Background: an optimization exercise with open tools, aiming at small area. Do not read the settings as production practice.
Function was checked by simulation only, so behaviour that the tests miss may differ from the original.
Power is estimated from default activity; no workload was simulated.

[design/flow/flow/reabc.tcl]
# Re-map the combinational logic of the standard synthesis netlist for area.
# Registers and tie cells are kept as they are (same instances, names and cells);
# only the gates between them are rebuilt by ABC.
# env: REABC_IN, REABC_OUT, REABC_LIB, REABC_SCRIPT, REABC_DONT_USE
yosys -import
set lib $::env(REABC_LIB)
read_liberty -ignore_miss_func $lib
read_verilog $::env(REABC_IN)
hierarchy -check -top $::env(FLOW_TOP)
set keep {}
foreach c [split [exec grep -o {sky130_fd_sc_hd__[a-z0-9_]*} $::env(REABC_IN) | sort -u] "\n"] {
  if {[regexp {df|conb|dl} $c]} { lappend keep $c }
}
puts "kept cells: $keep"
foreach c $keep { setattr -mod -set keep_hierarchy 1 $c }
flatten
# wires named after the flattened gate pins carry no design name
yosys rename -hide w:_*_.*
foreach c $keep { blackbox $c }
techmap
opt_expr
opt_clean
set du {}
foreach c $::env(REABC_DONT_USE) { lappend du -dont_use $c }
abc -liberty $lib {*}$du -script $::env(REABC_SCRIPT)
opt_clean
hilomap -singleton -hicell sky130_fd_sc_hd__conb_1 HI -locell sky130_fd_sc_hd__conb_1 LO
splitnets
opt_clean -purge
insbuf -buf sky130_fd_sc_hd__buf_4 A X
hierarchy -top $::env(FLOW_TOP)
write_verilog -noattr -nohex -nodec $::env(REABC_OUT)
# read the result back against the cell library and check it
design -reset
read_liberty -lib $lib
read_verilog $::env(REABC_OUT)
hierarchy -check -top $::env(FLOW_TOP)
check -assert -mapped
tee -o $::env(REABC_OUT).stat stat -liberty $lib
[design/flow/flow/reabc.abc]
strash
&get -n
&deepsyn -T 60
&put
dch -f
amap -F 20 -A 30 -C 5000
topo
[design/flow/config.mk]
export PLATFORM = sky130hd
export DESIGN_NAME = us_frontend_top
export DESIGN_NICKNAME = us_frontend_top
export VERILOG_FILES = /design/flow/design.v
export SDC_FILE = /design/flow/constraint.sdc
export NUM_CORES = 4
export LEC_CHECK = 0
export CAP_MARGIN = 20
export CORE_MARGIN = 2
export CORE_UTILIZATION = 60
export SLEW_MARGIN = 20
[design/flow/standard.sh]
#!/bin/bash
# synth_recipe.tcl (not shown) runs the flow's synth.tcl, then flattens the netlist and writes it again
# the make line also repeats each setting of config.mk as NAME=value (left out here)
make -C /OpenROAD-flow-scripts/flow DESIGN_CONFIG=/design/flow/config.mk WORK_HOME=/design/flow/orfs CLKGATE_MAP_FILE= SYNTH_SCRIPT=/design/flow/synth_recipe.tcl "${@:-finish}"
[design/flow/design.v]
package us_regs_pkg;
	localparam logic [6-1:0] REG_CTRL = 'h00;  
	localparam logic [6-1:0] REG_STATUS = 'h04;  
	localparam logic [6-1:0] REG_SPI_NBITS = 'h08;
	localparam logic [6-1:0] REG_SPI_TX0 = 'h0C;  
	localparam logic [6-1:0] REG_SPI_TX1 = 'h10;  
	localparam logic [6-1:0] REG_SPI_TX2 = 'h14;  
	localparam logic [6-1:0] REG_SPI_RX0 = 'h18;  
	localparam logic [6-1:0] REG_SPI_RX1 = 'h1C;
	localparam logic [6-1:0] REG_SPI_RX2 = 'h20;
	localparam logic [6-1:0] REG_INIT_DELAY = 'h24;
	localparam logic [6-1:0] REG_SAMPLES = 'h28;
	localparam logic [6-1:0] REG_TX_LEN = 'h2C;
	localparam logic [6-1:0] REG_MUX = 'h30;
	typedef struct packed {
		logic [25:0] reserved;
		logic bf_reset;  
		logic txrx_sw_off;  
		logic txrx_spi_en;  
		logic pulser_en;  
		logic acq_go;  
		logic spi_go;  
	} ctrl_fields_t;
	typedef union packed {
		logic [32-1:0] raw;  
		ctrl_fields_t f;  
	} ctrl_reg_u;
	localparam int STAT_SPI_DONE = 0;
	localparam int STAT_ACQ_DONE = 1;
	localparam logic [1:0] RESP_OKAY = 2'b00;
	localparam logic [1:0] RESP_SLVERR = 2'b10;
endpackage
package us_seq_pkg;
	typedef enum logic [1:0] {
		SPI_IDLE,  
		SPI_SHIFT,  
		SPI_DONE  
	} spi_state_e;
	typedef enum logic [2:0] {
		ACQ_IDLE,
		ACQ_TX,  
		ACQ_DELAY,  
		ACQ_WINDOW,  
		ACQ_DONE
	} acq_state_e;
endpackage
`timescale 1ns/1ps
module delayed_pulser #(
	parameter int DELAY = 10
) (
	input logic clock_50,
	input logic rst_n,
	input logic level,
	output logic pulse
);
	localparam int CW = $clog2(DELAY + 2);
	logic level_q;
	logic [CW-1:0] cnt;
	assign pulse = (cnt == CW'(1));
	always_ff @(posedge clock_50) begin
		if (!rst_n) begin
			level_q <= 1'b0;
			cnt <= '0;
		end else begin
			level_q <= level;
			if (cnt > CW'(1)) begin
				cnt <= cnt - 1'b1;
			end else if (level && !level_q) begin
				cnt <= CW'(DELAY + 1);
			end else begin
				cnt <= '0;
			end
		end
	end
endmodule
`timescale 1ns/1ps
module lm96570_spi (
	input logic clock_50,
	input logic rst_n,
	input logic cmd_start,  
	input logic [8-1:0] cmd_num_bits,  
	input logic [70-1:0] cmd_tx_data,  
	output logic [70-1:0] cmd_rx_data,  
	output logic cmd_rx_valid,  
	output logic cmd_done,  
	output logic cs_n,
	output logic sck,
	output logic sdo,
	input logic sdi
);
	localparam int DW = 70;
	localparam int HALF = 12;
	localparam int DIV_W = $clog2(HALF);
	localparam int BW = 8;
	logic busy;
	logic phase;  
	logic samp;  
	logic [DIV_W-1:0] div_cnt;  
	logic [BW-1:0] bits_left;
	logic [DW-1:0] sh;
	logic [DW-1:0] hit;  
	logic [DW-1:0] keep;  
	logic start_ok, tick, fall, fin;
	assign start_ok = cmd_start && !busy;  
	assign tick = (div_cnt == DIV_W'(HALF - 1));
	assign fall = busy && tick && phase;
	assign fin = busy && tick && !phase && (bits_left == '0);
	assign cs_n = !busy;
	assign sck = phase;
	always_comb begin
		for (int i = 0; i < DW; i++) begin
			hit[i] = (bits_left == BW'(i + 1));
			keep[i] = (cmd_num_bits > BW'(i)) && (cmd_num_bits <= BW'(DW));
		end
	end
	assign sdo = busy && |(sh & hit);
	always_ff @(posedge clock_50) begin
		if (!rst_n) begin
			busy <= 1'b0;
			cmd_done <= 1'b0;
			phase <= 1'b0;
			cmd_rx_valid <= 1'b0;
		end else if (start_ok) begin
			busy <= 1'b1;
			cmd_done <= 1'b0;
			phase <= 1'b0;
		end else if (busy && tick) begin
			if (phase) begin
				phase <= 1'b0;  
			end else if (bits_left == '0) begin  
				busy <= 1'b0;
				cmd_done <= 1'b1;
				cmd_rx_valid <= 1'b1;
			end else begin
				phase <= 1'b1;  
			end
		end
	end
	always_ff @(posedge clock_50) begin
		if (start_ok) begin
			div_cnt <= '0;
			bits_left <= cmd_num_bits;
		end else begin
			div_cnt <= tick ? '0 : div_cnt + 1'b1;
			if (fall) begin
				bits_left <= bits_left - 1'b1;
			end
		end
		if (busy && tick && !phase) begin
			samp <= sdi;
		end
		for (int i = 0; i < DW; i++) begin
			if (start_ok) begin
				sh[i] <= cmd_tx_data[i] && keep[i];
			end else if (fall && hit[i]) begin
				sh[i] <= samp;
			end
		end
		if (fin) begin
			cmd_rx_data <= sh;
		end
	end
endmodule
`timescale 1ns/1ps
module pulse_echo_fsm (
	input logic clock_50,
	input logic rst_n,
	input logic cfg_start,  
	input logic [32-1:0] cfg_init_delay,  
	input logic [32-1:0] cfg_samples,  
	input logic [32-1:0] cfg_tx_len,  
	output logic cfg_done,
	output logic tx_en,
	output logic fifo_en
);
	localparam int TW = 32;
	logic st_tx, st_dly, st_win, st_done;  
	logic [TW-1:0] cnt;  
	logic [TW-1:0] dly_q;  
	logic [TW-1:0] smp_q;
	logic dly_nz, smp_nz;  
	logic tx_nz_in, dly_nz_in, smp_nz_in;
	logic last;
	logic start_ok;
	logic to_dly, to_win;
	assign tx_nz_in = |cfg_tx_len;
	assign dly_nz_in = |cfg_init_delay;
	assign smp_nz_in = |cfg_samples;
	assign last = (cnt[TW-1:1] == '0);  
	assign start_ok = cfg_start && !st_tx && !st_dly && !st_win;
	assign tx_en = st_tx;
	assign fifo_en = st_win;
	assign cfg_done = st_done;
	assign to_dly = st_tx && last && dly_nz;
	assign to_win = (st_tx && last && !dly_nz && smp_nz) || (st_dly && last && smp_nz);
	always_ff @(posedge clock_50) begin
		if (start_ok) begin
			dly_q <= cfg_init_delay;
			smp_q <= cfg_samples;
			dly_nz <= dly_nz_in;
			smp_nz <= smp_nz_in;
		end
	end
	always_ff @(posedge clock_50) begin
		if (start_ok) begin
			cnt <= tx_nz_in ? cfg_tx_len : (dly_nz_in ? cfg_init_delay : cfg_samples);
		end else if (last) begin
			cnt <= to_dly ? dly_q : smp_q;
		end else begin
			cnt <= cnt - 1'b1;
		end
	end
	always_ff @(posedge clock_50) begin
		if (!rst_n) begin
			st_tx <= 1'b0;
			st_dly <= 1'b0;
			st_win <= 1'b0;
			st_done <= 1'b0;
		end else if (start_ok) begin
			st_tx <= tx_nz_in;
			st_dly <= !tx_nz_in && dly_nz_in;
			st_win <= !tx_nz_in && !dly_nz_in && smp_nz_in;
			st_done <= !tx_nz_in && !dly_nz_in && !smp_nz_in;
		end else if (last && (st_tx || st_dly || st_win)) begin
			st_tx <= 1'b0;
			st_dly <= to_dly;
			st_win <= to_win;
			st_done <= !to_dly && !to_win;
		end
	end
endmodule
`timescale 1ns/1ps
module us_axil_regs (
	input logic clock_50,
	input logic rst_n,
	input logic [6-1:0] s_awaddr,
	input logic s_awvalid,
	output logic s_awready,
	input logic [32-1:0] s_wdata,
	input logic [32/8-1:0] s_wstrb,  
	input logic s_wvalid,
	output logic s_wready,
	output logic [1:0] s_bresp,
	output logic s_bvalid,
	input logic s_bready,
	input logic [6-1:0] s_araddr,
	input logic s_arvalid,
	output logic s_arready,
	output logic [32-1:0] s_rdata,
	output logic [1:0] s_rresp,
	output logic s_rvalid,
	input logic s_rready,
	output logic spi_start,
	output logic [8-1:0] spi_num_bits,
	output logic [70-1:0] spi_tx_data,
	input logic [70-1:0] spi_rx_data,
	input logic spi_rx_valid,
	input logic spi_done,
	output logic acq_start,
	output logic [32-1:0] acq_init_delay,
	output logic [32-1:0] acq_samples,
	output logic [32-1:0] acq_tx_len,
	input logic acq_done,
	output logic pulser_en,
	output logic txrx_spi_en,
	output logic txrx_sw_off,
	output logic bf_reset,
	output logic [11-1:0] mux_cnt
);
	localparam int DW = 32;
	localparam int SW = 70;
	localparam int TW = 32;
	localparam int BW = 8;
	localparam int MW = 11;
	logic [DW-1:0] ctrl_q;
	logic [BW-1:0] nbits_q;
	logic [SW-1:0] tx_q;
	logic [TW-1:0] init_delay_q;
	logic [TW-1:0] samples_q;
	logic [TW-1:0] tx_len_q;
	logic [MW-1:0] mux_q;
	logic wr_fire;
	logic rd_fire;
	logic [DW-1:0] wd;  
	logic [12:0] wsel;  
	logic [12:0] rsel;  
	logic wr_ok;
	logic rd_ok;
	logic [DW-1:0] rd_word;
	assign wr_fire = s_awvalid && s_wvalid && !s_bvalid;
	assign rd_fire = s_arvalid && !s_rvalid && !wr_fire;
	assign s_awready = wr_fire;
	assign s_wready = wr_fire;
	assign s_arready = rd_fire;
	always_comb begin
		for (int k = 0; k < 13; k++) begin
			wsel[k] = (s_awaddr == 6'(4 * k));
			rsel[k] = (s_araddr == 6'(4 * k));
		end
	end
	assign wr_ok = wsel[0] | wsel[2] | wsel[3] | wsel[4] | wsel[5] | wsel[9] | wsel[10] |
		wsel[11] | wsel[12];
	assign rd_ok = |rsel;
	assign wd = s_wdata & {DW{rst_n}};
	always_ff @(posedge clock_50) begin
		if ((wr_fire && wsel[0]) || !rst_n) ctrl_q <= wd;
		if ((wr_fire && wsel[2]) || !rst_n) nbits_q <= wd[BW-1:0];
		if ((wr_fire && wsel[3]) || !rst_n) tx_q[DW-1:0] <= wd;
		if ((wr_fire && wsel[4]) || !rst_n) tx_q[2*DW-1:DW] <= wd;
		if ((wr_fire && wsel[5]) || !rst_n) tx_q[SW-1:2*DW] <= wd[SW-2*DW-1:0];
		if ((wr_fire && wsel[9]) || !rst_n) init_delay_q <= wd;
		if ((wr_fire && wsel[10]) || !rst_n) samples_q <= wd;
		if ((wr_fire && wsel[11]) || !rst_n) tx_len_q <= wd;
		if ((wr_fire && wsel[12]) || !rst_n) mux_q <= wd[MW-1:0];
	end
	always_ff @(posedge clock_50) begin
		if (!rst_n) begin
			s_bvalid <= 1'b0;
			s_rvalid <= 1'b0;
		end else begin
			if (wr_fire) begin
				s_bvalid <= 1'b1;
			end else if (s_bready) begin
				s_bvalid <= 1'b0;
			end
			if (rd_fire) begin
				s_rvalid <= 1'b1;
			end else if (s_rready) begin
				s_rvalid <= 1'b0;
			end
		end
	end
	always_comb begin
		logic rxs0, rxs1, rxs2;
		rxs0 = rsel[6] && spi_rx_valid;
		rxs1 = rsel[7] && spi_rx_valid;
		rxs2 = rsel[8] && spi_rx_valid;
		rd_word = ({DW{rsel[0]}} & ctrl_q) |
			({DW{rsel[1]}} & DW'({acq_done, spi_done})) |
			({DW{rsel[2]}} & DW'(nbits_q)) |
			({DW{rsel[3]}} & tx_q[DW-1:0]) |
			({DW{rsel[4]}} & tx_q[2*DW-1:DW]) |
			({DW{rsel[5]}} & DW'(tx_q[SW-1:2*DW])) |
			({DW{rxs0}} & spi_rx_data[DW-1:0]) |
			({DW{rxs1}} & spi_rx_data[2*DW-1:DW]) |
			({DW{rxs2}} & DW'(spi_rx_data[SW-1:2*DW])) |
			({DW{rsel[9]}} & init_delay_q) |
			({DW{rsel[10]}} & samples_q) |
			({DW{rsel[11]}} & tx_len_q) |
			({DW{rsel[12]}} & DW'(mux_q));
	end
	always_ff @(posedge clock_50) begin
		if (!s_bvalid) begin
			s_bresp[1] <= !wr_ok;
		end
		if (!s_rvalid) begin
			s_rdata <= rd_word;
			s_rresp[1] <= !rd_ok;
		end
	end
	assign s_bresp[0] = 1'b0;
	assign s_rresp[0] = 1'b0;
	delayed_pulser #(.DELAY(10)) u_spi_start (
		.clock_50 (clock_50),
		.rst_n (rst_n),
		.level (ctrl_q[0]),
		.pulse (spi_start)
	);
	delayed_pulser #(.DELAY(10)) u_acq_start (
		.clock_50 (clock_50),
		.rst_n (rst_n),
		.level (ctrl_q[1]),
		.pulse (acq_start)
	);
	assign spi_num_bits = nbits_q;
	assign spi_tx_data = tx_q;
	assign acq_init_delay = init_delay_q;
	assign acq_samples = samples_q;
	assign acq_tx_len = tx_len_q;
	assign pulser_en = ctrl_q[2];
	assign txrx_spi_en = ctrl_q[3];
	assign txrx_sw_off = ctrl_q[4];
	assign bf_reset = ctrl_q[5];
	assign mux_cnt = mux_q;
endmodule
`timescale 1ns/1ps
module us_frontend_top (
	input logic clock_50,
	input logic rst_n,
	input logic [6-1:0] s_awaddr,
	input logic s_awvalid,
	output logic s_awready,
	input logic [32-1:0] s_wdata,
	input logic [32/8-1:0] s_wstrb,
	input logic s_wvalid,
	output logic s_wready,
	output logic [1:0] s_bresp,
	output logic s_bvalid,
	input logic s_bready,
	input logic [6-1:0] s_araddr,
	input logic s_arvalid,
	output logic s_arready,
	output logic [32-1:0] s_rdata,
	output logic [1:0] s_rresp,
	output logic s_rvalid,
	input logic s_rready,
	output logic bf_spi_cs_n,
	output logic bf_spi_sck,
	output logic bf_spi_sdo,
	input logic bf_spi_sdi,
	output logic bf_tx_en,
	output logic bf_reset,
	output logic pulser_en,
	output logic txrx_spi_en,  
	output logic txrx_sw_off,
	output logic [11-1:0] mux_cnt,
	output logic fifo_en  
);
	logic spi_start;
	logic [8-1:0] spi_num_bits;
	logic [70-1:0] spi_tx_data;
	logic [70-1:0] spi_rx_data;
	logic spi_done;
	logic spi_rx_valid;
	logic acq_start;
	logic [32-1:0] acq_init_delay;
	logic [32-1:0] acq_samples;
	logic [32-1:0] acq_tx_len;
	logic acq_done;
	us_axil_regs u_regs (
		.clock_50 (clock_50),
		.rst_n (rst_n),
		.s_awaddr (s_awaddr),
		.s_awvalid (s_awvalid),
		.s_awready (s_awready),
		.s_wdata (s_wdata),
		.s_wstrb (s_wstrb),
		.s_wvalid (s_wvalid),
		.s_wready (s_wready),
		.s_bresp (s_bresp),
		.s_bvalid (s_bvalid),
		.s_bready (s_bready),
		.s_araddr (s_araddr),
		.s_arvalid (s_arvalid),
		.s_arready (s_arready),
		.s_rdata (s_rdata),
		.s_rresp (s_rresp),
		.s_rvalid (s_rvalid),
		.s_rready (s_rready),
		.spi_start (spi_start),
		.spi_num_bits (spi_num_bits),
		.spi_tx_data (spi_tx_data),
		.spi_rx_data (spi_rx_data),
		.spi_done (spi_done),
		.spi_rx_valid (spi_rx_valid),
		.acq_start (acq_start),
		.acq_init_delay (acq_init_delay),
		.acq_samples (acq_samples),
		.acq_tx_len (acq_tx_len),
		.acq_done (acq_done),
		.pulser_en (pulser_en),
		.txrx_spi_en (txrx_spi_en),
		.txrx_sw_off (txrx_sw_off),
		.bf_reset (bf_reset),
		.mux_cnt (mux_cnt)
	);
	lm96570_spi u_spi (
		.clock_50 (clock_50),
		.rst_n (rst_n),
		.cmd_start (spi_start),
		.cmd_num_bits (spi_num_bits),
		.cmd_tx_data (spi_tx_data),
		.cmd_rx_data (spi_rx_data),
		.cmd_rx_valid (spi_rx_valid),
		.cmd_done (spi_done),
		.cs_n (bf_spi_cs_n),
		.sck (bf_spi_sck),
		.sdo (bf_spi_sdo),
		.sdi (bf_spi_sdi)
	);
	pulse_echo_fsm u_seq (
		.clock_50 (clock_50),
		.rst_n (rst_n),
		.cfg_start (acq_start),
		.cfg_init_delay (acq_init_delay),
		.cfg_samples (acq_samples),
		.cfg_tx_len (acq_tx_len),
		.cfg_done (acq_done),
		.tx_en (bf_tx_en),
		.fifo_en (fifo_en)
	);
endmodule
[design/flow/flow/run.sh]
#!/bin/bash
# The standard layout, with three changes:
#  - after the standard synthesis, the gates between the registers are re-mapped by ABC
#    for area (reabc.tcl); every register keeps its instance, name and cell
#  - port buffers use the small sky130_fd_sc_hd__buf_1 (every port is still buffered)
#  - CTS clusters up to 30 sinks per leaf buffer and inserts no dummy loads
set -euo pipefail
export BUFFER_PORTS_ARGS="-buffer_cell sky130_fd_sc_hd__buf_1"
export CTS_ARGS="-sink_clustering_enable -repair_clock_nets -sink_clustering_size 30 -sink_clustering_max_diameter 100 -dont_use_dummy_load"

bash standard.sh synth > synth.log 2>&1

R=orfs/results/$FLOW_PLATFORM/us_frontend_top/base
cp $R/1_2_yosys.v std_1_2_yosys.v
export REABC_IN=std_1_2_yosys.v
export REABC_OUT=$R/1_2_yosys.v
export REABC_LIB=$FLOW_HOME/platforms/$FLOW_PLATFORM/lib/sky130_fd_sc_hd__tt_025C_1v80.lib
export REABC_SCRIPT=$(pwd)/flow/reabc.abc
export REABC_DONT_USE="$(grep -o -- '-dont_use [^ ]*' orfs/logs/$FLOW_PLATFORM/us_frontend_top/base/1_2_yosys.log | awk '{print $2}' | sort -u | tr '\n' ' ')"
yosys -c flow/reabc.tcl -l reabc.log > reabc.out 2>&1
rm -f $R/1_synth.odb $R/1_synth.sdc

bash standard.sh > standard.log 2>&1
[design/flow/constraint.sdc]
create_clock -name core_clock -period 10.0 [get_ports {clock_50}]
set_input_delay 2.0000 -clock core_clock [delete_from_list [all_inputs] [get_ports {clock_50}]]
set_output_delay 2.0000 -clock core_clock [all_outputs]
set_load 0.01 [all_outputs]
==> flow_metrics.py, run 1 <==
metrics = {
    "status": {
        "run_status": "no timing/DRC/antenna violations",
    },
    "yosys": {
        "synthCells": 1546,
        "synth_warnings": 6,
        "syn_area_um2": 20800,
        "syn_avg_cell_area_um2": 13.5,
    },
    "cells_and_area": {
        "most-common-layout-cells": "466 x edfxtp_1, 204 x nor2_1, 124 x o21ai_0, 120 x nand2_1, 110 x buf_1",
        "final_util_pct": 66.2,
        "fin_cells": 2169,
        "syn_to_final_growth_pct": 9.32,
        "final_common_cell": "edfxtp_1",
        "drive_above_1_share_pct": 4.90,
        "finish.net_count": 1772,
        "diodes": 0,
    },
    "critical_path": {
        "reg2reg_depth": 28,
        "cp-start-kind": "flop",
        "reg2reg_slack_ns": 4.23,
        "crit_arrival_ns": 6.23,
        "timing.rr.start": "u_seq.cnt[1]",
        "critPathBufInv": 8,
        "slowest_delay_ns": 0.51,
        "cpMostUsedCell": "nor2_1",
        "critPathSlowestCell": "nor3_1",
        "r2r_end": "u_seq.cnt[31]",
        "criticalPathCategory": "flop to flop",
        "cp_data_required_time_ns": 10.45,
        "end_kind": "flop",
        "critical_path.top_delay_family": "simple AND/OR/NAND/NOR gates",
        "crit_fanout": 5,
    },
    "worst_hold_path": {
        "hold_start": "u_spi.div_cnt[0]",
        "hold_class": "flop to flop",
        "whs_path_depth": 1,
        "hold_end": "u_spi.div_cnt[0]",
    },
    "power_and_ir_drop": {
        "switching_share_pct": 28.4,
        "vdd_drop_max_mv": 0.148,
        "p_leak_uw": 0.00727,
        "p_int_uw": 3190,
        "comb_power_share_pct": 15.2,
        "powerDensity_nw_per_um2": 196,
        "power_switching_uw": 1260,
        "clkPwrFrac_pct": 22.7,
        "fin_total_pwr_uw": 4460,
        "seq_power_share_pct": 62.1,
    },
    "die": {
        "dieHeight_um": 190,
        "core-area_um2": 34400,
        "ios": 117,
        "initial_core_util_pct": 60.5,
        "rows": 68,
        "fp.dieArea_um2": 36200,
        "die_x_um": 190,
    },
    "sta": {
        "drv_slew": 0,
        "maxSlewHeadroom_pct": 22.1,
        "fin_crit_sh_pct": 57.7,
        "setup_slack_ns": 4.23,
        "finalCriticalPeriod_ns": 5.77,
        "fmax_mhz": 173,
        "rsz0062_at_grt": "false",
        "worstMarginPinSlew_ns": 1.16,
        "finalSetupTns_ns": 0,
        "finalHoldViolCount": 0,
        "clock_skew_ns": 0.0255,
        "finalSetupViolations": 0,
    },
    "grt": {
        "grt_usage_pct": 37.4,
        "grt-ovfl-total": 0,
        "grt_first_pass_wirelength_mm": 97.1,
        "grt_max_degree": 78,
        "antenna_found_initial": 1,
        "grt_pass1_vias": 14400,
    },
    "clock_tree": {
        "cts_resized": 0,
        "htree_levels": 1,
        "clockBufferDepth": 3,
        "cts_buffers": 21,
        "postCtsHoldBufs": 0,
        "clock-root-buffer": "clkbuf_16",
        "cts_tree": "built",
        "clkLatencyLatePin_ns": 0.57,
        "cts.reportedPaths.clkPinSlew_ns": 0.11,
        "post_cts_buffers": 0,
        "cts_sinks": 522,
    },
    "placed_design": {
        "detailed_place_hpwl_mm": 47.3,
        "dpl.cell_count": 2148,
        "numPortBuffers": 110,
        "gp_congestion": 1.01,
        "dp_slack_ns": 4.24,
    },
    "detailed_routing": {
        "drc": 0,
        "detail-route-antenna-nets": 0,
        "avgRoutedWirePerCell_um": 31.2,
        "first_pass_iters": 10,
        "wl_mm": 67.6,
        "vias": 15400,
        "viasPerCell": 7.10,
        "drt_iter0_drc": 2706,
    },
    "run": {
        "maxCapViolCount": 0,
    },
}
[sequential cells by signal (all words and copies together), names as in the netlist, 8 cells and up]
name,count
u_seq.cnt,32
u_seq.dly_q,32
u_spi.sh,70
u_regs.s_rdata,32
u_regs.tx_q,70
u_regs.tx_len_q,32
u_spi.cmd_rx_data,70
u_regs.init_delay_q,32
u_spi.bits_left,8
u_regs.nbits_q,8
u_seq.smp_q,32
u_regs.samples_q,32
u_regs.mux_q,11
u_regs.ctrl_q,32
[area by class of cell]
class | instances | area, µm²
flip-flops and latches | 522 | 15100
fillers | 2572 | 11600
multi-input cells | 922 | 5440
repair buffers | 149 | 718
well taps | 455 | 569
clock buffers | 21 | 526
inverters | 100 | 375
[routing by layer]
layer	wire length, µm	vias up	GRT usage [%]	share of wire [%]
met5	0	-	0	0
met2	30800	1176	58.3	46
li1	-	6482	-	-
met4	2140	0	10.5	3.2
met1	24900	7626	53.1	37
met3	9800	111	9.33	14
[metrics by stage]
step | instance area (µm²) | hold slack (ns)
detailed placement | 22200 | 0.434
global route | 22700 | 0.475
floorplan | 20800 | 0.409
finish | 22700 | 0.442
CTS | 22700 | 0.447
global placement | 22200 | 0.419
[worst max-delay path by stage]
stage	startpoint	endpoint	cells past startpoint
after floorplan	u_spi.bits_left[0]	u_spi.cmd_rx_data[0]	9
after global placement	u_seq.cnt[1]	u_seq.cnt[31]	28
after detailed placement	u_seq.cnt[1]	u_seq.cnt[31]	28
after CTS	u_seq.cnt[1]	u_seq.cnt[31]	28
after global routing	u_seq.cnt[1]	u_seq.cnt[31]	28
final	u_seq.cnt[1]	u_seq.cnt[31]	28
[power groups by stage]
stage | clock network [µW] | registers [µW] | logic, µW
floorplan | 0 | 2750 | 411
global placement | 0 | 2800 | 644
detailed placement | 0 | 2810 | 662
CTS | 1010 | 2760 | 665
global route | 1070 | 2780 | 732
finish | 1010 | 2770 | 676
==> run 2: changes to the inputs <==
--- a/design/flow/config.mk
+++ b/design/flow/config.mk
@@ -8,4 +8,4 @@
 export CAP_MARGIN = 20
 export CORE_MARGIN = 2
-export CORE_UTILIZATION = 60
+export CORE_UTILIZATION = 70
 export SLEW_MARGIN = 20
==> flow_metrics.py, run 2 <==
metrics = {
    "status": {
        "run_status": "no timing/DRC/antenna violations",
    },
    "sta": {
        "finalCriticalPeriod_ns": 5.99,
        "clock_skew_ns": 0.0415,
        "fin_hold_ws_ns": 0.461,
        "maxSlewHeadroom_pct": 24.3,
        "finalSetupViolations": 0,
        "drv_slew": 0,
        "finalHoldViolCount": 0,
        "fmax_mhz": 167,
        "worstMarginPinSlew_ns": 1.13,
        "fin_crit_sh_pct": 59.9,
        "finalSetupTns_ns": 0,
        "rsz0062_at_grt": "false",
    },
    "yosys": {
        "synth_warnings": 6,
        "synthCells": 1546,
        "syn_area_um2": 20800,
        "syn_avg_cell_area_um2": 13.5,
    },
    "critical_path": {
        "slowest_delay_ns": 0.45,
        "crit_arrival_ns": 6.44,
        "timing.rr.start": "u_seq.cnt[1]",
        "cp.depth": 28,
        "critical_path.top_delay_family": "simple AND/OR/NAND/NOR gates",
        "end_kind": "flop",
        "crit_fanout": 5,
        "critPathBufInv": 8,
        "r2r_end": "u_seq.cnt[31]",
        "cp-start-kind": "flop",
        "cpMostUsedCell": "nor2_1",
        "crit_end": "u_seq.cnt[31]",
        "cp_data_required_time_ns": 10.45,
        "reg2reg_depth": 28,
        "critPathLaunch": "u_seq.cnt[1]",
        "reg2reg_slack_ns": 4.01,
        "critPathSlowestCell": "nor3_1",
        "criticalPathCategory": "flop to flop",
    },
    "clock_tree": {
        "clockBufferDepth": 3,
        "cts_tree": "built",
        "cts.reportedPaths.clkPinSlew_ns": 0.11,
        "clock-root-buffer": "clkbuf_16",
        "htree_levels": 1,
        "clkLatencyLatePin_ns": 0.57,
        "cts_resized": 0,
        "cts_sinks": 522,
        "postCtsHoldBufs": 0,
        "post_cts_buffers": 0,
        "cts_buffers": 21,
    },
    "detailed_routing": {
        "viasPerCell": 7.51,
        "detail-route-antenna-nets": 0,
        "avgRoutedWirePerCell_um": 31.8,
        "wl_mm": 66.8,
        "vias": 15800,
        "first_pass_iters": 10,
        "drt_iter0_drc": 3356,
        "drc": 0,
    },
    "cells_and_area": {
        "most-common-layout-cells": "466 x edfxtp_1, 205 x nor2_1, 125 x o21ai_0, 120 x nand2_1, 110 x buf_1",
        "diodes": 0,
        "final_util_pct": 76.7,
        "finish.net_count": 1768,
        "drive_above_1_share_pct": 4.74,
        "syn_to_final_growth_pct": 8.78,
        "final_common_cell": "edfxtp_1",
        "reg.largest.list": "u_regs.tx_q (70), u_spi.cmd_rx_data (70), u_spi.sh (70)",
    },
    "grt": {
        "grt_first_pass_wirelength_mm": 96.4,
        "grt-ovfl-total": 0,
        "grt_max_degree": 77,
        "antenna_found_initial": 0,
        "grt_usage_pct": 43.2,
        "grt_pass1_vias": 14700,
    },
    "power_and_ir_drop": {
        "p_leak_uw": 0.00725,
        "powerDensity_nw_per_um2": 197,
        "fin_total_pwr_uw": 4460,
        "vdd_drop_max_mv": 0.156,
    },
    "run": {
        "maxCapViolCount": 0,
    },
    "placed_design": {
        "detailed_place_hpwl_mm": 46.6,
        "numPortBuffers": 110,
        "gp_congestion": 1.05,
    },
    "die": {
        "initial_core_util_pct": 70.6,
        "core-area_um2": 29500,
        "rows": 63,
        "die_x_um": 176,
        "fp.dieArea_um2": 31100,
        "dieHeight_um": 176,
        "ios": 117,
    },
    "worst_hold_path": {
        "hold_class": "flop to flop",
    },
}
==> run 2: worst reg2reg max path, delay by kind of cell (launching register included) <==
kind / cells / cell delay (ns)
compound gates: 2 / 0.42
flops: 1 / 0.39
simple gates: 18 / 4.13
buf+inv: 8 / 0.94
==> run 2: layout make-up <==
class / instances / area (µm²)
clock buffers: 21 / 526
repair buffers: 145 / 676
multi-input cells: 922 / 5450
flip-flops and latches: 522 / 15100
inverters: 100 / 375
well taps: 390 / 488
fillers: 1812 / 6860
==> run 2: layer usage <==
layer	share of wire, %	vias to the layer above	track usage [%]	wire length [µm]
met5	0	-	0	0
met1	33	7457	60.1	21900
li1	-	6470	-	-
met2	45	1604	65.9	30200
met4	5.2	0	18.0	3480
met3	17	230	11.2	11200
==> run 2: worst min path at each step <==
stage	to	from	cells past startpoint
finish	u_spi.div_cnt[0]	u_spi.div_cnt[0]	1
global route	u_spi.div_cnt[0]	u_spi.div_cnt[0]	1
CTS	u_spi.cmd_rx_data[64]	u_spi.sh[64]	0
detailed placement	u_spi.cmd_rx_data[16]	u_spi.sh[16]	0
global placement	u_spi.div_cnt[0]	u_spi.div_cnt[0]	1
floorplan	u_spi.div_cnt[0]	u_spi.div_cnt[0]	1
==> run 2: where the power goes <==
group	switching [µW]	internal, µW	leakage (µW)	total [µW]
Sequential	159	2610	0.00504	2770
Clock	625	381	0.000259	1010
Combinational	486	200	0.00195	686
Total	1270	3190	0.00725	4460
==> run 2: per-stage QoR <==
step | cells | instance area (µm²) | worst slack, ns
6_report | 2100 | 22600 | 4.01
4_1_cts | 2099 | 22600 | 4.02
2_1_floorplan | 1547 | 20800 | 2.78
5_1_grt | 2100 | 22600 | 3.45
3_5_place_dp | 2078 | 22100 | 4.11
3_3_place_gp | 2078 | 22100 | 4.25
==> run 3: changes to the inputs <==
--- a/design/flow/design.v
+++ b/design/flow/design.v
@@ -143,18 +143,11 @@
 		end else begin
 			div_cnt <= tick ? '0 : div_cnt + 1'b1;
-			if (fall) begin
-				bits_left <= bits_left - 1'b1;
-			end
+			bits_left <= bits_left - BW'(fall);  
 		end
 		if (busy && tick && !phase) begin
 			samp <= sdi;
 		end
-		for (int i = 0; i < DW; i++) begin
-			if (start_ok) begin
-				sh[i] <= cmd_tx_data[i] && keep[i];
-			end else if (fall && hit[i]) begin
-				sh[i] <= samp;
-			end
-		end
+		sh <= ({DW{start_ok}} & cmd_tx_data & keep) |
+			({DW{!start_ok}} & ((hit & {DW{fall}} & {DW{samp}}) | (~(hit & {DW{fall}}) & sh)));
 		if (fin) begin
 			cmd_rx_data <= sh;
@@ -332,21 +325,23 @@
 	end
 	always_comb begin
-		logic rxs0, rxs1, rxs2;
-		rxs0 = rsel[6] && spi_rx_valid;
-		rxs1 = rsel[7] && spi_rx_valid;
-		rxs2 = rsel[8] && spi_rx_valid;
-		rd_word = ({DW{rsel[0]}} & ctrl_q) |
-			({DW{rsel[1]}} & DW'({acq_done, spi_done})) |
-			({DW{rsel[2]}} & DW'(nbits_q)) |
-			({DW{rsel[3]}} & tx_q[DW-1:0]) |
-			({DW{rsel[4]}} & tx_q[2*DW-1:DW]) |
-			({DW{rsel[5]}} & DW'(tx_q[SW-1:2*DW])) |
-			({DW{rxs0}} & spi_rx_data[DW-1:0]) |
-			({DW{rxs1}} & spi_rx_data[2*DW-1:DW]) |
-			({DW{rxs2}} & DW'(spi_rx_data[SW-1:2*DW])) |
-			({DW{rsel[9]}} & init_delay_q) |
-			({DW{rsel[10]}} & samples_q) |
-			({DW{rsel[11]}} & tx_len_q) |
-			({DW{rsel[12]}} & DW'(mux_q));
+		logic [12:0] rs;
+		rs = rsel & {13{!s_rvalid}};
+		rs[6] = rs[6] && spi_rx_valid;
+		rs[7] = rs[7] && spi_rx_valid;
+		rs[8] = rs[8] && spi_rx_valid;
+		rd_word = ({DW{rs[0]}} & ctrl_q) |
+			({DW{rs[1]}} & DW'({acq_done, spi_done})) |
+			({DW{rs[2]}} & DW'(nbits_q)) |
+			({DW{rs[3]}} & tx_q[DW-1:0]) |
+			({DW{rs[4]}} & tx_q[2*DW-1:DW]) |
+			({DW{rs[5]}} & DW'(tx_q[SW-1:2*DW])) |
+			({DW{rs[6]}} & spi_rx_data[DW-1:0]) |
+			({DW{rs[7]}} & spi_rx_data[2*DW-1:DW]) |
+			({DW{rs[8]}} & DW'(spi_rx_data[SW-1:2*DW])) |
+			({DW{rs[9]}} & init_delay_q) |
+			({DW{rs[10]}} & samples_q) |
+			({DW{rs[11]}} & tx_len_q) |
+			({DW{rs[12]}} & DW'(mux_q)) |
+			({DW{s_rvalid}} & s_rdata);
 	end
 	always_ff @(posedge clock_50) begin
@@ -355,7 +350,7 @@
 		end
 		if (!s_rvalid) begin
-			s_rdata <= rd_word;
 			s_rresp[1] <= !rd_ok;
 		end
+		s_rdata <= rd_word;
 	end
 	assign s_bresp[0] = 1'b0;
--- a/design/flow/config.mk
+++ b/design/flow/config.mk
@@ -9,3 +9,4 @@
 export CORE_MARGIN = 2
 export CORE_UTILIZATION = 70
+export PLACE_DENSITY = 0.85
 export SLEW_MARGIN = 20
==> flow_metrics.py, run 3 <==
metrics = {
    "clock_tree": {
        "clkLatencyLatePin_ns": 0.56,
        "cts_sinks": 522,
        "cts_buffers": 21,
        "cts_tree": "built",
        "cts_resized": 0,
        "clock-root-buffer": "clkbuf_16",
        "postCtsHoldBufs": 0,
        "post_cts_buffers": 0,
        "clockBufferDepth": 3,
        "htree_levels": 1,
        "cts.reportedPaths.clkPinSlew_ns": 0.11,
    },
    "grt": {
        "grt_usage_pct": 45.0,
        "grt_max_degree": 81,
        "grt_first_pass_wirelength_mm": 100,
        "grt_pass1_vias": 15600,
        "antenna_found_initial": 1,
        "grt-ovfl-total": 0,
    },
    "critical_path": {
        "r2r_end": "u_seq.cnt[30]",
        "cp_data_required_time_ns": 10.47,
        "reg2reg_slack_ns": 4.32,
        "timing.rr.start": "u_seq.cnt[0]",
        "reg2reg_depth": 27,
        "slowest_delay_ns": 0.47,
        "critical_path.top_delay_family": "simple AND/OR/NAND/NOR gates",
        "end_kind": "flop",
        "cp-start-kind": "flop",
        "critPathBufInv": 7,
        "crit_fanout": 5,
        "cpMostUsedCell": "nor2_1",
        "criticalPathCategory": "flop to flop",
        "crit_arrival_ns": 6.15,
        "critPathSlowestCell": "or3_1",
    },
    "power_and_ir_drop": {
        "p_leak_uw": 0.00709,
        "vdd_drop_max_mv": 0.214,
        "powerDensity_nw_per_um2": 223,
    },
    "cells_and_area": {
        "reg.largest.list": "u_regs.tx_q (70), u_spi.cmd_rx_data (70), u_spi.sh (70)",
        "syn_to_final_growth_pct": 8.89,
        "final_common_cell": "edfxtp_1",
        "drive_above_1_share_pct": 4.42,
        "fill_cells": 1746,
        "most-common-layout-cells": "356 x edfxtp_1, 166 x dfxtp_1, 149 x clkinv_1, 146 x o21ai_0, 125 x nor2_1",
        "finish.net_count": 1822,
    },
    "detailed_routing": {
        "vias": 16600,
        "viasPerCell": 7.71,
        "avgRoutedWirePerCell_um": 32.3,
        "wl_mm": 69.4,
        "first_pass_iters": 12,
        "detail-route-antenna-nets": 0,
        "drc": 0,
        "drt_iter0_drc": 3632,
    },
    "placed_design": {
        "numPortBuffers": 110,
        "detailed_place_hpwl_mm": 48.4,
        "gp_congestion": 1.08,
    },
    "yosys": {
        "synthCells": 1602,
        "syn_area_um2": 20400,
        "synth_warnings": 6,
        "syn_avg_cell_area_um2": 12.7,
    },
    "status": {
        "run_status": "no timing/DRC/antenna violations",
    },
    "worst_hold_path": {
        "whs_path_depth": 2,
        "hold_end": "u_regs.s_rdata[18]",
        "hold_start": "u_spi.cmd_rx_data[50]",
        "hold_class": "flop to flop",
    },
    "sta": {
        "finalHoldViolCount": 0,
        "drv_slew": 0,
        "fmax_mhz": 176,
        "fin_hold_ws_ns": 0.431,
        "rsz0062_at_grt": "false",
        "maxSlewHeadroom_pct": 22.4,
        "fin_crit_sh_pct": 56.8,
        "finalCriticalPeriod_ns": 5.68,
        "finalSetupTns_ns": 0,
        "worstMarginPinSlew_ns": 1.16,
        "finalSetupViolations": 0,
        "clock_skew_ns": 0.0587,
    },
    "die": {
        "die_x_um": 175,
        "core-area_um2": 28700,
        "ios": 117,
        "initial_core_util_pct": 71.0,
        "dieHeight_um": 175,
        "fp.dieArea_um2": 30500,
        "rows": 62,
    },
    "run": {
        "maxCapViolCount": 0,
    },
}
run 3: how the worst max path moves through the flow:
stage	start	end	slack (ns)	cells after the start
floorplan	s_araddr[0]	u_regs.s_rdata[3]	4.29	5
global placement	u_seq.cnt[1]	u_seq.cnt[30]	4.95	27
detailed placement	u_seq.cnt[1]	u_seq.cnt[30]	4.46	27
CTS	u_seq.cnt[0]	u_seq.cnt[30]	4.39	27
global route	u_seq.cnt[0]	u_seq.cnt[30]	3.81	27
finish	u_seq.cnt[0]	u_seq.cnt[30]	4.32	27
run 3: cell type report:
cell class,instances,area [µm²],area share (%)
Multi-Input combinational cell,926,5940,26.8
Tap cell,384,480,2.16
Antenna cell,1,2.50,0.0113
Clock buffer,21,526,2.37
Timing Repair Buffer,143,668,3.01
Sequential cell,522,14000,63.1
Inverter,152,571,2.57
run 3: power breakdown:
group / internal [µW] / leakage, µW / switching (µW)
Combinational: 304 / 0.00194 / 628
Sequential: 2700 / 0.00489 / 326
Clock: 381 / 0.000259 / 618
Total: 3390 / 0.00709 / 1570
run 3: stage by stage:
stage	cells	power [µW]	setup slack [ns]	util [%]	cell area [µm²]
3_5_place_dp	2126	3930	4.46	75.4	21600
4_1_cts	2147	4880	4.39	77.2	22200
6_report	2149	4960	4.32	77.4	22200
5_1_grt	2148	5090	3.81	77.4	22200
2_1_floorplan	1603	3500	4.29	-	20400
3_3_place_gp	2126	3880	4.95	75.4	21600
run 3: worst register-to-register path: cells and delay by family (launching register included):
| kind | cells | cell delay [ns] |
|---|---|---|
| AND/OR/NAND/NOR | 17 | 3.91 |
| buffers and inverters | 7 | 0.92 |
| AO/OA/AOI/OAI | 3 | 0.40 |
| flip-flops | 1 | 0.35 |
run 3: layer usage:
metal / track usage [%] / vias up / wire [µm]
li1: - / 6781 / -
met1: 59.1 / 7860 / 23100
met2: 68.6 / 1633 / 31100
met3: 12.9 / 299 / 10500
met4: 23.7 / 2 / 4560
met5: 2.24 / - / 107
==> run 4: changes to the inputs <==
--- a/design/flow/config.mk
+++ b/design/flow/config.mk
@@ -9,4 +9,3 @@
 export CORE_MARGIN = 2
 export CORE_UTILIZATION = 70
-export PLACE_DENSITY = 0.85
 export SLEW_MARGIN = 20
==> flow_metrics.py, run 4 <==
metrics = {
    "die": {
        "rows": 62,
        "core-area_um2": 28700,
        "ios": 117,
        "initial_core_util_pct": 71.0,
        "die_x_um": 175,
        "dieHeight_um": 175,
        "fp.dieArea_um2": 30500,
    },
    "worst_hold_path": {
        "hold_class": "flop to flop",
        "hold_start": "u_spi.div_cnt[0]",
        "whs_path_depth": 1,
    },
    "critical_path": {
        "cp_data_required_time_ns": 10.43,
        "end_kind": "flop",
        "criticalPathCategory": "flop to flop",
        "crit_fanout": 5,
        "cpMostUsedCell": "nor2_1",
        "critPathBufInv": 7,
        "critPathLaunch": "u_seq.cnt[0]",
        "crit_arrival_ns": 6.04,
        "cp.depth": 26,
        "timing.rr.start": "u_seq.cnt[0]",
        "critPathSlowestCell": "or3_1",
        "critical_path.top_delay_family": "simple AND/OR/NAND/NOR gates",
        "reg2reg_depth": 26,
        "slowest_delay_ns": 0.45,
        "cp-start-kind": "flop",
    },
    "sta": {
        "maxSlewHeadroom_pct": 23.3,
        "fin_crit_sh_pct": 56.1,
        "setup_slack_ns": 4.39,
        "worstMarginPinSlew_ns": 1.15,
        "fmax_mhz": 178,
        "finalSetupViolations": 0,
        "finalHoldViolCount": 0,
        "drv_slew": 0,
        "finalSetupTns_ns": 0,
        "finalCriticalPeriod_ns": 5.61,
        "clock_skew_ns": 0.0590,
        "rsz0062_at_grt": "false",
    },
    "clock_tree": {
        "cts.reportedPaths.clkPinSlew_ns": 0.11,
        "clockBufferDepth": 3,
        "cts_sinks": 522,
        "clkLatencyLatePin_ns": 0.56,
        "postCtsHoldBufs": 0,
        "cts_tree": "built",
        "post_cts_buffers": 0,
        "clock-root-buffer": "clkbuf_16",
        "htree_levels": 1,
        "cts_buffers": 21,
        "cts_resized": 0,
    },
    "power_and_ir_drop": {
        "fin_total_pwr_uw": 4960,
        "clkPwrFrac_pct": 20.1,
        "vdd_drop_max_mv": 0.228,
        "powerDensity_nw_per_um2": 223,
        "seq_power_share_pct": 61.1,
        "power_switching_uw": 1570,
        "p_int_uw": 3380,
        "comb_power_share_pct": 18.7,
        "p_leak_uw": 0.00709,
        "switching_share_pct": 31.7,
    },
    "yosys": {
        "syn_avg_cell_area_um2": 12.7,
        "synthCells": 1602,
        "syn_area_um2": 20400,
        "synth_warnings": 6,
    },
    "cells_and_area": {
        "syn_to_final_growth_pct": 8.82,
        "regArea_um2": 14000,
        "final_common_cell": "edfxtp_1",
        "finish.net_count": 1823,
        "final_util_pct": 77.3,
        "reg.largest.list": "u_regs.tx_q (70), u_spi.cmd_rx_data (70), u_spi.sh (70)",
        "diodes": 0,
        "drive_above_1_share_pct": 4.42,
        "fill_cells": 1748,
        "most-common-layout-cells": "356 x edfxtp_1, 166 x dfxtp_1, 149 x clkinv_1, 146 x o21ai_0, 125 x nor2_1",
        "multi_input_area_um2": 5930,
    },
    "grt": {
        "grt-ovfl-total": 0,
        "grt_usage_pct": 46.0,
        "grt_pass1_vias": 16200,
        "antenna_found_initial": 1,
        "grt_max_degree": 82,
        "grt_first_pass_wirelength_mm": 103,
    },
    "detailed_routing": {
        "wl_mm": 70.4,
        "drc": 0,
        "vias": 16700,
        "first_pass_iters": 13,
        "drt_iter0_drc": 3878,
        "viasPerCell": 7.79,
        "detail-route-antenna-nets": 0,
        "avgRoutedWirePerCell_um": 32.8,
    },
    "placed_design": {
        "detailed_place_hpwl_mm": 48.9,
        "gp_congestion": 1.06,
        "numPortBuffers": 110,
        "dp_slack_ns": 4.44,
    },
    "status": {
        "run_status": "no timing/DRC/antenna violations",
    },
    "run": {
        "maxCapViolCount": 0,
    },
}
run 4: area by class of cell:
type                    count  share of cell area [%]
flip-flops and latches    522                    63.1
multi-input cells         926                    26.7
repair buffers            144                    3.01
inverters                 152                    2.57
clock buffers              21                    2.37
well taps                 384                    2.17
run 4: through the flow:
step | area [µm²] | std cells | hold WS, ns
after floorplan | 20400 | 1603 | 0.409
after global placement | 21600 | 2128 | 0.419
after detailed placement | 21600 | 2128 | 0.428
after CTS | 22200 | 2149 | 0.445
after global routing | 22200 | 2149 | 0.479
final | 22200 | 2149 | 0.451
run 4: final timing paths:
check | endpoint | slack [ns]
worst max-delay path | u_seq.cnt[31] | 4.39
worst min-delay path | u_spi.div_cnt[0] | 0.45
worst max register to register | u_seq.cnt[31] | 4.39
worst min register to register | u_spi.div_cnt[0] | 0.45
run 4: metal layers:
| metal | global-route usage (%) | part of all wire (%) |
|---|---|---|
| met3 | 13.8 | 16 |
| met5 | 0 | 0.018 |
| met1 | 59.4 | 33 |
| met4 | 28.0 | 7.5 |
| met2 | 69.2 | 44 |
run 4: power by group through the flow:
stage | Sequential, µW | Combinational [µW] | Clock, µW
final | 3030 | 928 | 998
after global placement | 3030 | 847 | 0
after global routing | 3040 | 1010 | 1040
after CTS | 3000 | 894 | 982
after detailed placement | 3050 | 888 | 0
after floorplan | 2910 | 593 | 0
==> run 5: changes to the inputs <==
==> design/flow/flow/reabc.abc (replaced) <==
strash
 &get -n
 &deepsyn -T 60
 &put
 dch -f
 amap -F 20 -A 30 -C 5000
 topo
 strash
 dch -f
 amap -F 20 -A 30 -C 5000
 topo
==> flow_metrics.py, run 5 <==
metrics = {
    "status": {
        "run_status": "no timing/DRC/antenna violations",
    },
    "yosys": {
        "synthCells": 1602,
        "synth_warnings": 6,
        "syn_avg_cell_area_um2": 12.7,
        "syn_area_um2": 20400,
    },
    "worst_hold_path": {
        "hold_end": "u_spi.div_cnt[0]",
        "hold_start": "u_spi.div_cnt[0]",
        "whs_path_depth": 1,
        "hold_class": "flop to flop",
    },
    "cells_and_area": {
        "most-common-layout-cells": "356 x edfxtp_1, 166 x dfxtp_1, 148 x clkinv_1, 148 x o21ai_0, 133 x nor2_1",
        "regArea_um2": 14000,
        "reg.largest.list": "u_regs.tx_q (70), u_spi.cmd_rx_data (70), u_spi.sh (70)",
        "finish.net_count": 1824,
        "multi_input_area_um2": 5890,
        "final_area_um2": 22200,
        "fill_cells": 1676,
        "final_common_cell": "edfxtp_1",
        "syn_to_final_growth_pct": 8.84,
        "drive_above_1_share_pct": 4.30,
        "fin_cells": 2156,
    },
    "clock_tree": {
        "clkLatencyLatePin_ns": 0.56,
        "clockBufferDepth": 3,
        "cts_tree": "built",
        "post_cts_buffers": 0,
        "cts.reportedPaths.clkPinSlew_ns": 0.11,
        "cts_sinks": 522,
        "htree_levels": 1,
        "postCtsHoldBufs": 0,
        "cts_resized": 0,
        "cts_buffers": 21,
        "clock-root-buffer": "clkbuf_16",
    },
    "detailed_routing": {
        "viasPerCell": 8.12,
        "drt_iter0_drc": 4395,
        "detail-route-antenna-nets": 0,
        "first_pass_iters": 11,
        "drc": 0,
        "vias": 17500,
        "avgRoutedWirePerCell_um": 35.6,
        "wl_mm": 76.7,
    },
    "die": {
        "dieHeight_um": 175,
        "fp.dieArea_um2": 30500,
        "rows": 62,
        "die_x_um": 175,
        "ios": 117,
        "core-area_um2": 28700,
        "initial_core_util_pct": 70.9,
    },
    "critical_path": {
        "timing.rr.start": "u_regs.nbits_q[2]",
        "criticalPathCategory": "flop to flop",
        "critPathSlowestCell": "nor2_1",
        "cp_cell_sequence": "clkinv_1 -> nor2_1 -> clkinv_1 -> nor2_1 -> clkinv_1 -> a31oi_1 -> nor3_1 -> clkinv_1 -> nor2_1 -> clkinv_1 -> o21ai_0 -> buf_4 -> clkinv_1 -> nor2_1 -> buf_4 -> clkinv_1 -> nor3_1 -> a21oi_1 -> o221ai_1",
        "r2r_end": "u_spi.sh[62]",
        "crit_arrival_ns": 7.88,
        "cp-start-kind": "flop",
        "cpMostUsedCell": "clkinv_1",
        "slowest_delay_ns": 1.09,
        "cp_data_required_time_ns": 10.47,
        "end_kind": "flop",
        "critPathBufInv": 9,
        "crit_fanout": 12,
        "reg2reg_depth": 19,
        "reg2reg_slack_ns": 2.59,
        "critical_path.top_delay_family": "buffers and inverters",
    },
    "grt": {
        "grt_max_degree": 82,
        "grt_pass1_vias": 16400,
        "grt_usage_pct": 49.7,
        "grt_first_pass_wirelength_mm": 109,
        "antenna_found_initial": 6,
        "grt-ovfl-total": 0,
    },
    "sta": {
        "clock_skew_ns": 0.0229,
        "drv_slew": 0,
        "finalSetupViolations": 0,
        "maxSlewHeadroom_pct": 15.5,
        "finalSetupTns_ns": 0,
        "fin_crit_sh_pct": 74.1,
        "fmax_mhz": 135,
        "finalHoldViolCount": 0,
        "fin_hold_ws_ns": 0.442,
        "finalCriticalPeriod_ns": 7.41,
        "rsz0062_at_grt": "false",
        "worstMarginPinSlew_ns": 1.26,
    },
    "placed_design": {
        "detailed_place_hpwl_mm": 52.7,
        "numPortBuffers": 110,
        "gp_congestion": 1.06,
        "placedInstanceArea_um2": 21600,
        "dpl.cell_count": 2129,
    },
    "power_and_ir_drop": {
        "fin_total_pwr_uw": 5090,
        "powerDensity_nw_per_um2": 230,
        "p_leak_uw": 0.00704,
        "vdd_drop_max_mv": 0.147,
    },
    "run": {
        "maxCapViolCount": 0,
    },
}
==> run 5: routing by layer <==
metal	vias up	GRT usage [%]	wire [µm]
met5	-	0	29
met4	4	28.7	6070
met3	493	18.4	13500
met2	2088	74.0	32800
met1	8119	63.3	24300
li1	6792	-	-
==> run 5: per-stage QoR <==
| stage | util (%) | setup WS (ns) |
|---|---|---|
| after global placement | 75.3 | 3.48 |
| after CTS | 77.1 | 3.31 |
| after global routing | 77.2 | 2.80 |
| after detailed placement | 75.3 | 3.35 |
| after floorplan | - | 4.28 |
| final | 77.2 | 2.59 |
==> run 5: worst max path at each step <==
stage                            startpoint                      to  slack, ns  depth (start not counted)
after floorplan                    s_wvalid  u_regs.init_delay_q[0]       4.28                          4
after global placement    u_regs.nbits_q[2]            u_spi.sh[62]       3.48                         19
after detailed placement  u_regs.nbits_q[2]            u_spi.sh[62]       3.35                         19
after CTS                 u_regs.nbits_q[2]            u_spi.sh[62]       3.31                         19
after global routing      u_regs.nbits_q[2]            u_spi.sh[62]       2.80                         19
final                     u_regs.nbits_q[2]            u_spi.sh[62]       2.59                         19
==> run 5: worst reg2reg max path: cells and delay by family, from the launching register on <==
family,cells,cell delay [ns]
AO/OA/AOI/OAI,4,0.75
buffers and inverters,9,2.99
AND/OR/NAND/NOR,6,2.94
flip-flops,1,0.64
==> run 5: where the power goes <==
part | switching, µW | leakage [µW] | internal (µW)
Combinational | 673 | 0.00189 | 323
Sequential | 370 | 0.00489 | 2710
Clock | 631 | 0.000259 | 381
Total | 1670 | 0.00704 | 3420
==> run 5: layout make-up <==
type                       instances  share of cell area (%)
clock buffer                      21                    2.37
tap                              384                    2.17
sequential                       522                    63.2
timing repair buffer             145                    3.05
multi-input combinational        928                    26.6
antenna                            6                  0.0678
inverter                         150                    2.55

==> afterwards: timing with drivers on the ports <==
How much do the figures lean on ideal ports? The routed layouts below were timed once more, with nothing changed but the port constraints. Step 1, drivers: a clkbuf_16 drives clock_50 and a buf_2 each remaining input, both assumed. Step 2, shift: input delay + t, output delay - t, t = (earliest + latest rising clock arrival at the registers) / 2. This alone moves slack from input paths to output paths. Three values: ideal ports, drivers, drivers and shift; two values: the first two.
run | shift t [ns] | slack for setup (ns) | worst setup path after step 2 | clock arrival spread, ns
run 1 | 0.611 | 4.227 / 4.227 / 4.227 | register to register | 0.029 / 0.029
run 2 | 0.601 | 4.010 / 4.010 / 4.010 | register to register | 0.042 / 0.042
run 3 | 0.589 | 4.322 / 4.322 / 4.322 | register to register | 0.060 / 0.060
run 4 | 0.584 | 4.386 / 4.386 / 4.386 | register to register | 0.060 / 0.061
run 5 | 0.604 | 2.593 / 2.593 / 2.593 | register to register | 0.024 / 0.024
After both steps setup and hold are still met in every run listed.
